What follows belongs to an exercise in optimizing a design on an open flow for small area, a short achievable clock period and few clock cycles; a production flow would make more cautious choices. Function was checked by simulation only, so behaviour that the tests miss may differ from the original. Power figures rest on the tool's default switching activity, not on a simulated workload.

==> job 1120: inputs <==
Design step_spike_detector, start of the top module:
module step_spike_detector (
    input  logic        i_clk,
    input  logic        i_rst_n,
    input  logic        i_in_valid,
    output logic        o_in_ready,
    input  logic        i_in_operation,
    input  logic [12:0] i_in_accel_x,
    input  logic [12:0] i_in_accel_y,
    input  logic [12:0] i_in_accel_z,
    output logic        o_out_valid,
    input  logic        i_out_ready,
    output logic        o_out_step_detected,
    output logic [12:0] o_out_current_magnitude,
    output logic [12:0] o_out_baseline_magnitude,
    input  logic        i_cfg_we,
    input  logic [0:0]  i_cfg_idx,
    input  logic [12:0] i_cfg_data
);
clock: 10.0 ns
lec_check: 0
cap_margin: 20
core_margin: 2
core_utilization: 40
slew_margin: 20
run.sh (not shown) runs the stock make flow with config.mk's settings and CLKGATE_MAP_FILE= SYNTH_SCRIPT=/design/flow/synth_recipe.tcl, a recipe that flattens the netlist after the stock synthesis.
==> inputs of job 9459, as changes to job 1120 <==
CORE_UTILIZATION = 70   (was 40)
==> summary.txt <==
Power
For this design the static power due to leakage is 21.6 nW. The clock network accounts for 21.9% of the total power.

Global route
Global routing consumed, on the met1 layer, 39.0% of the routing resources.

Outcome
The run finished with no timing, DRC or antenna violations.

Finish
The number of filler instances in the final layout is 4470. The finished layout holds 5182 standard cells, fillers aside. The number of clock buffer instances in the layout is 107.

Timing
The slew of the pin with the lowest slew margin is 1.06 ns.

Floorplan
The die outline width is 269 um.

Drt
The detailed-router iteration count before antenna repair is 6.
The numbers above come from job 9459.

==> summary.txt <==
Outcome
The run finished with no timing, DRC or antenna violations.

Worst setup path
The sum of buffers and inverters on the critical path is 0. The capturing element of the worst setup path is u_top4.o_qr[2].

Global route
For met1 alone, demand over resource in global routing was 20.2%.

Floorplan
The die outline width is 355 um.

Finish
The most common cell after layout, fill and taps aside is sky130_fd_sc_hd__edfxtp_1. The number of filler instances in the final layout is 11134. In the finished layout, the clock tree contains a buffer count of 127. The count of cells in the finished layout, fillers not included, comes to 5880.

Drt
The detail route stage leaves a number of antenna-violating nets equal to 0. The pre-antenna-repair detailed-routing pass consisted of 5 iterations.

Power
The biggest slice of the total power is consumed by combinational cells.

Timing
The slew of the pin with the lowest slew margin is 1.04 ns. On the final layout, the worst hold slack is 0.405 ns.
The numbers above come from job 1120.

Testbench counts of job 1120, summed over its fixed seeds: cycles 8,452.
Testbench counts of job 9459, summed over its fixed seeds: cycles 8,452.

==> trial 69: inputs <==
Another version of the RTL of step_spike_detector (not shown whole).
export LEC_CHECK = 0
export CAP_MARGIN = 20
export CORE_MARGIN = 2
export CORE_UTILIZATION = 60
export SLEW_MARGIN = 20
create_clock -name core_clock -period 10.0 [get_ports {i_clk}]
standard.sh (not shown) runs the stock make flow with config.mk's settings and CLKGATE_MAP_FILE= SYNTH_SCRIPT=/design/flow/synth_recipe.tcl, a recipe that flattens the netlist after the stock synthesis.
==> flow/flow/run.sh <==
#!/bin/bash
set -euo pipefail
bash standard.sh SETUP_SLACK_MARGIN=7.0 finish > standard_flow.log 2>&1
==> build 61: changes against trial 69 <==
==> flow/flow/run.sh (replaced) <==
#!/bin/bash
set -euo pipefail
bash standard.sh SETUP_SLACK_MARGIN=6.4 finish > standard_flow.log 2>&1
CORE_UTILIZATION = 40   (was 60)
==> impl_metrics.tcl <==
set metrics [dict create \
    nNonClkBuffers 364 \
    cts_repair_resize_count 440 \
    wl_um 106000 \
    run_status "timing/DRC/antenna clean" \
    coreArea_um2 80300 \
    detailroute.via_count 30419 \
    multi_input_area_um2 21800 \
    final.fill_count 5443 \
    initial_utilization 0.604 \
    critPathMaxFanout 9 \
]
# the run above: trial 69

==> impl_metrics.tcl <==
set metrics [dict create \
    run_status "timing/DRC/antenna clean" \
    initial_utilization 0.404 \
    sequentialPower_mw 5.37 \
    post_cts.repair.setup_buffers 61 \
    setup_tns_ps 0 \
    cts_repair_resize_count 76 \
    coreArea_um2 120000 \
    netlist.top_cell.by_area "sky130_fd_sc_hd__edfxtp_1" \
    critPathMaxFanout 4 \
    critPathLaunch "r_m[0][9]" \
    final.fill_count 10889 \
    multi_input_area_um2 20100 \
]
# the run above: build 61

Testbench counts of trial 69, summed over its fixed seeds: cycles 8,452.
Testbench counts of build 61, summed over its fixed seeds: cycles 8,452.

==> build 57 <==
step_spike_detector, a different RTL version from the one above (not shown whole).
==> flow/config.mk <==
export PLATFORM = sky130hd
export DESIGN_NAME = step_spike_detector
export DESIGN_NICKNAME = step_spike_detector
export VERILOG_FILES = /design/flow/design.v
export SDC_FILE = /design/flow/constraint.sdc
export NUM_CORES = 4
export LEC_CHECK = 0
export CAP_MARGIN = 20
export CORE_MARGIN = 2
export CORE_UTILIZATION = 40
export SLEW_MARGIN = 20
==> flow/constraint.sdc <==
create_clock -name core_clock -period 10.0 [get_ports {i_clk}]
set_input_delay 2.0000 -clock core_clock [delete_from_list [all_inputs] [get_ports {i_clk}]]
set_output_delay 2.0000 -clock core_clock [all_outputs]
set_load 0.01 [all_outputs]
==> flow/flow/run.sh <==
#!/bin/bash
set -euo pipefail
bash standard.sh SETUP_SLACK_MARGIN=6.7 finish > standard_flow.log 2>&1
==> inputs of build 19, as changes to build 57 <==
--- a/flow/design.v
+++ b/flow/design.v
@@ -743,17 +743,16 @@
     localparam int NT = 15;         
     logic          r_rdy;           
     logic          r_t_v;           
     logic          w_adv;           
     logic          w_hz;            
     logic          w_fadv;          
     logic          w_acc;
     logic [NT:1]   r_tv, r_te;      
-    logic          r_ev1;           
     logic          r_f_v, r_f_op;
     logic [12:0]   r_f_abs [3];
     assign w_adv      = !r_t_v;
     assign w_hz       = r_f_v && r_f_op && r_tv[1] && r_te[1];
     assign w_fadv     = w_adv && !w_hz;
     assign w_acc      = i_in_valid && r_rdy;
     assign o_in_ready = r_rdy;
     function automatic logic is_ev(input int j);
@@ -768,80 +767,72 @@
         if (w_fadv) begin
             r_f_op     <= i_in_operation;
             r_f_abs[0] <= abs13(i_in_accel_x);
             r_f_abs[1] <= abs13(i_in_accel_y);
             r_f_abs[2] <= abs13(i_in_accel_z);
         end
         if (!i_rst_n) r_tv <= '0;
         else if (w_adv) r_tv <= {r_tv[NT-1:1], r_f_v && !w_hz};
-        if (!i_rst_n) r_ev1 <= 1'b0;
-        else if (w_adv) r_ev1 <= r_f_v && !w_hz && r_f_op;
         if (w_adv) r_te <= {r_te[NT-1:1], r_f_op};
     end
     logic [12:0] r_win [3][6];
     logic [14:0] r_sum [3];
     logic [2:0]  r_acnt;        
     logic        r_afull;       
     logic [14:0] w_old [3];
     logic [14:0] w_cs_s [3], w_cs_c [3];
     logic        w_push;
     always_comb begin
         w_push = w_fadv && r_f_v && !r_f_op;
         for (int a = 0; a < 3; a++) begin
-            w_old[a]  = ~{2'b00, r_win[a][5]};
+            w_old[a]  = ~(r_afull ? 15'(r_win[a][5]) : 15'd0);
             w_cs_s[a] = r_sum[a] ^ 15'(r_f_abs[a]) ^ w_old[a];
             w_cs_c[a] = {(r_sum[a][13:0] & 14'(r_f_abs[a])) | (r_sum[a][13:0] & w_old[a][13:0])
                          | (14'(r_f_abs[a]) & w_old[a][13:0]), 1'b1};
         end
     end
     always_ff @(posedge i_clk) begin
         if (w_push) begin
             for (int a = 0; a < 3; a++) begin
                 r_win[a][0] <= r_f_abs[a];
-                for (int i = 1; i < 5; i++) r_win[a][i] <= r_win[a][i-1];
+                for (int i = 1; i < 6; i++) r_win[a][i] <= r_win[a][i-1];
             end
         end
         if (!i_rst_n) begin
-            for (int a = 0; a < 3; a++) r_win[a][5] <= '0;
-        end else if (w_push) begin
-            for (int a = 0; a < 3; a++)
-                r_win[a][5] <= (r_afull || r_acnt == 3'd5) ? r_win[a][4] : 13'd0;
-        end
-        if (!i_rst_n) begin
             r_acnt  <= '0;
             r_afull <= 1'b0;
             for (int a = 0; a < 3; a++) r_sum[a] <= '0;
         end else if (w_push) begin
             if (!r_afull) r_acnt <= r_acnt + 3'd1;
             if (r_acnt == 3'd5) r_afull <= 1'b1;
             for (int a = 0; a < 3; a++) r_sum[a] <= w_cs_s[a] + w_cs_c[a];
         end
     end
     logic [12:0] w_mean0, w_mean1;
     logic [12:0] r_m [3];
-    ssd_div6 u_div0 (.i_s(r_ev1 ? r_sum[2] : r_sum[0]), .o_q(w_mean0));
+    ssd_div6 u_div0 (.i_s(is_ev(1) ? r_sum[2] : r_sum[0]), .o_q(w_mean0));
     ssd_div6 u_div1 (.i_s(r_sum[1]), .o_q(w_mean1));
     always_ff @(posedge i_clk) begin
         if (w_fadv && r_f_v && r_f_op) begin
             r_m[0] <= w_mean0;
             r_m[1] <= w_mean1;
         end
-        if (w_adv && r_ev1) r_m[2] <= w_mean0;
+        if (w_adv && is_ev(1)) r_m[2] <= w_mean0;
     end
     logic [25:0] w_a0, w_a1, w_a2, w_b0, w_b1, w_b2;
     logic [25:0] r_r0, r_r1, r_r2;
     ssd_sq2 u_sq2 (.i_a(r_m[0]), .i_b(r_m[1]), .o_r0(w_a0), .o_r1(w_a1), .o_r2(w_a2));
     ssd_sq1 u_sq1 (.i_r0(r_r0), .i_r1(r_r1), .i_r2(r_r2), .i_c(r_m[2]),
                    .o_r0(w_b0), .o_r1(w_b1), .o_r2(w_b2));
     always_ff @(posedge i_clk) begin
         if (w_adv) begin
-            r_r0 <= r_ev1 ? w_a0 : w_b0;
-            r_r1 <= r_ev1 ? w_a1 : w_b1;
-            r_r2 <= r_ev1 ? w_a2 : w_b2;
+            r_r0 <= is_ev(1) ? w_a0 : w_b0;
+            r_r1 <= is_ev(1) ? w_a1 : w_b1;
+            r_r2 <= is_ev(1) ? w_a2 : w_b2;
         end
     end
     logic [25:0] r_q;
     logic [3:0]  w_q4;
     logic [4:0]  w_rem4;
     logic [6:0]  w_rem5;
     logic        w_pos5;
     always_ff @(posedge i_clk) begin
@@ -906,29 +897,27 @@
     logic [16:0] r_msum;
     logic [3:0]  r_mcnt;        
     logic        r_mfull;       
     logic [16:0] w_mold, w_ms_s, w_ms_c;
     logic        w_mpush;
     logic [12:0] r_p_mag;
     always_comb begin
         w_mpush = w_adv && is_ev(13);
-        w_mold  = ~{4'b0000, r_mwin[15]};
+        w_mold  = ~(r_mfull ? 17'(r_mwin[15]) : 17'd0);
         w_ms_s  = r_msum ^ 17'(r_mg) ^ w_mold;
         w_ms_c  = {(r_msum[15:0] & 16'(r_mg)) | (r_msum[15:0] & w_mold[15:0])
                    | (16'(r_mg) & w_mold[15:0]), 1'b1};
     end
     always_ff @(posedge i_clk) begin
         if (w_mpush) begin
             r_mwin[0] <= r_mg;
-            for (int i = 1; i < 15; i++) r_mwin[i] <= r_mwin[i-1];
+            for (int i = 1; i < 16; i++) r_mwin[i] <= r_mwin[i-1];
             r_p_mag <= r_mg;
         end
-        if (!i_rst_n) r_mwin[15] <= '0;
-        else if (w_mpush) r_mwin[15] <= (r_mfull || r_mcnt == 4'd15) ? r_mwin[14] : 13'd0;
         if (!i_rst_n) begin
             r_mcnt  <= '0;
             r_mfull <= 1'b0;
             r_msum  <= '0;
         end else if (w_mpush) begin
             r_mcnt <= r_mcnt + 4'd1;
             if (r_mcnt == 4'd15) r_mfull <= 1'b1;
             r_msum <= w_ms_s + w_ms_c;
ABC_AREA = 1   (was default)
==> inputs of build 5, as changes to build 57 <==
CTS_BUF_LIST = sky130_fd_sc_hd__clkbuf_8 sky130_fd_sc_hd__clkbuf_16   (was default)
CTS_CLUSTER_DIAMETER = 120   (was default)
CTS_CLUSTER_SIZE = 30   (was default)
==> inputs of trial 81, as changes to build 57 <==
CTS_BUF_LIST = sky130_fd_sc_hd__clkbuf_8   (was default)
CTS_CLUSTER_SIZE = 25   (was default)
==> results.toml <==
[status]
outcome = "timing/DRC/antenna clean"

[worst_setup_path]
rrSetupSlack_ns = 6.61
crit_path_cells = "buf_2"

[logic_synthesis]
syn-mean-instance-area_sq_um = 12.0
synth_cell_type_count = 92
synth.cell_area_sq_mm = 0.0494
ys_seq_elements = 949
netlist_instances = 4105

[grt]
grtUsageMet1_pct = 21.1
gr-usage-met3_pct = 2.90

[sta]
timing.max_slew.rel_slack_pct = 30.2
worst_margin_pin_slew_ns = 1.04
-- figures above: trial 81

==> results.toml <==
[logic_synthesis]
synth.cell_area_sq_mm = 0.0498
synth_cell_type_count = 60
asyncSetResetFlopFracSynth_pct = 0
netlist_instances = 4706

[grt]
gr-usage-met3_pct = 2.88

[worst_setup_path]
crit_path_cells = "buf_6 -> nor2_4 -> clkinvlp_4 -> buf_4 -> nor2_1 -> o21ai_0 -> o32ai_1 -> a211oi_2 -> ha_1 -> inv_1 -> o31ai_2 -> and2_1 -> or2_4 -> a21oi_4 -> buf_4 -> nand2_2 -> nand3_2 -> a21boi_2"
rrSetupSlack_ns = 6.55

[sta]
worst_margin_pin_slew_ns = 1.04
timing.final.ws_setup_ns = 6.55
timing.max_slew.rel_slack_pct = 30.9

[status]
outcome = "timing/DRC/antenna clean"

[cells_and_area]
layout_top_registers = "r_win: 234 flops, r_mwin: 208 flops, r_sum: 45 flops"
-- figures above: build 19

==> results.toml <==
[grt]
grtUsageMet1_pct = 21.2
gr-usage-met3_pct = 2.44

[logic_synthesis]
ys_seq_elements = 949
synth_cell_type_count = 92
netlist_instances = 4105
syn-mean-instance-area_sq_um = 12.0
synth.cell_area_sq_mm = 0.0494

[worst_setup_path]
crit_path_cells = "and2_4 -> fa_1 -> inv_2 -> fa_2 -> inv_2 -> fa_2 -> fa_2 -> mux2_2"
rrSetupSlack_ns = 6.60

[power]
total_power_mw = 16.6

[sta]
worst_margin_pin_slew_ns = 1.04
timing.max_slew.rel_slack_pct = 30.2

[status]
outcome = "timing/DRC/antenna clean"
-- figures above: build 57

==> results.toml <==
[logic_synthesis]
netlist_instances = 4105
ys_seq_elements = 949
synth_cell_type_count = 92
synth.cell_area_sq_mm = 0.0494

[status]
outcome = "timing/DRC/antenna clean"

[worst_setup_path]
crit_path_cells = "buf_12 -> and2_4 -> fa_1 -> inv_2 -> fa_2 -> inv_2 -> fa_1 -> fa_2 -> mux2_4"
rrSetupSlack_ns = 6.63

[grt]
grtUsageMet1_pct = 21.2
gr-usage-met3_pct = 1.84

[sta]
worst_margin_pin_slew_ns = 1.06
worst_clock_skew_ns = 0.0465
-- figures above: build 5

Testbench counts of build 57, summed over its fixed seeds: cycles 8,452.
Testbench counts of build 19, summed over its fixed seeds: cycles 8,452.
Testbench counts of build 5, summed over its fixed seeds: cycles 8,452.
Testbench counts of trial 81, summed over its fixed seeds: cycles 8,452.

what the ideal ports hide:
The flow's constraints put no driver on any port. The routed layouts listed below were extracted and timed again, unchanged, in two steps.
Step 1: set_driving_cell puts a clkbuf_16 on i_clk and a buf_2 on each other input, an assumption about the parent block.
Step 2 moves the port delays by t, midway between the first and last clock arrival at a register: inputs arrive t later, outputs are due t later. That takes back most of the time a late clock gives input paths.
Three values: ideal ports, drivers, drivers and shift; two values: the first two.
run	t, ns	slack for setup (ns)	slew at the worst register clock pin (ns)
job 1120	0.757	5.410 / 5.410 / 5.410	0.07 / 0.07
job 9459	0.706	5.478 / 5.478 / 5.478	0.07 / 0.07
trial 69	0.728	6.249 / 6.249 / 6.249	0.07 / 0.07
build 61	0.751	6.223 / 6.223 / 6.012	0.07 / 0.07
build 57	0.755	6.602 / 6.602 / 6.149	0.07 / 0.07
build 19	0.778	6.545 / 6.545 / 6.083	0.06 / 0.06
build 5	0.724	6.629 / 6.621 / 6.140	0.12 / 0.12
trial 81	0.928	6.499 / 6.432 / 5.987	0.07 / 0.07
After both steps setup and hold are still met in every run listed. For trial 81, which loses most, drivers alone change the setup slack by -0.067 ns; drivers and shift together by -0.512 ns.
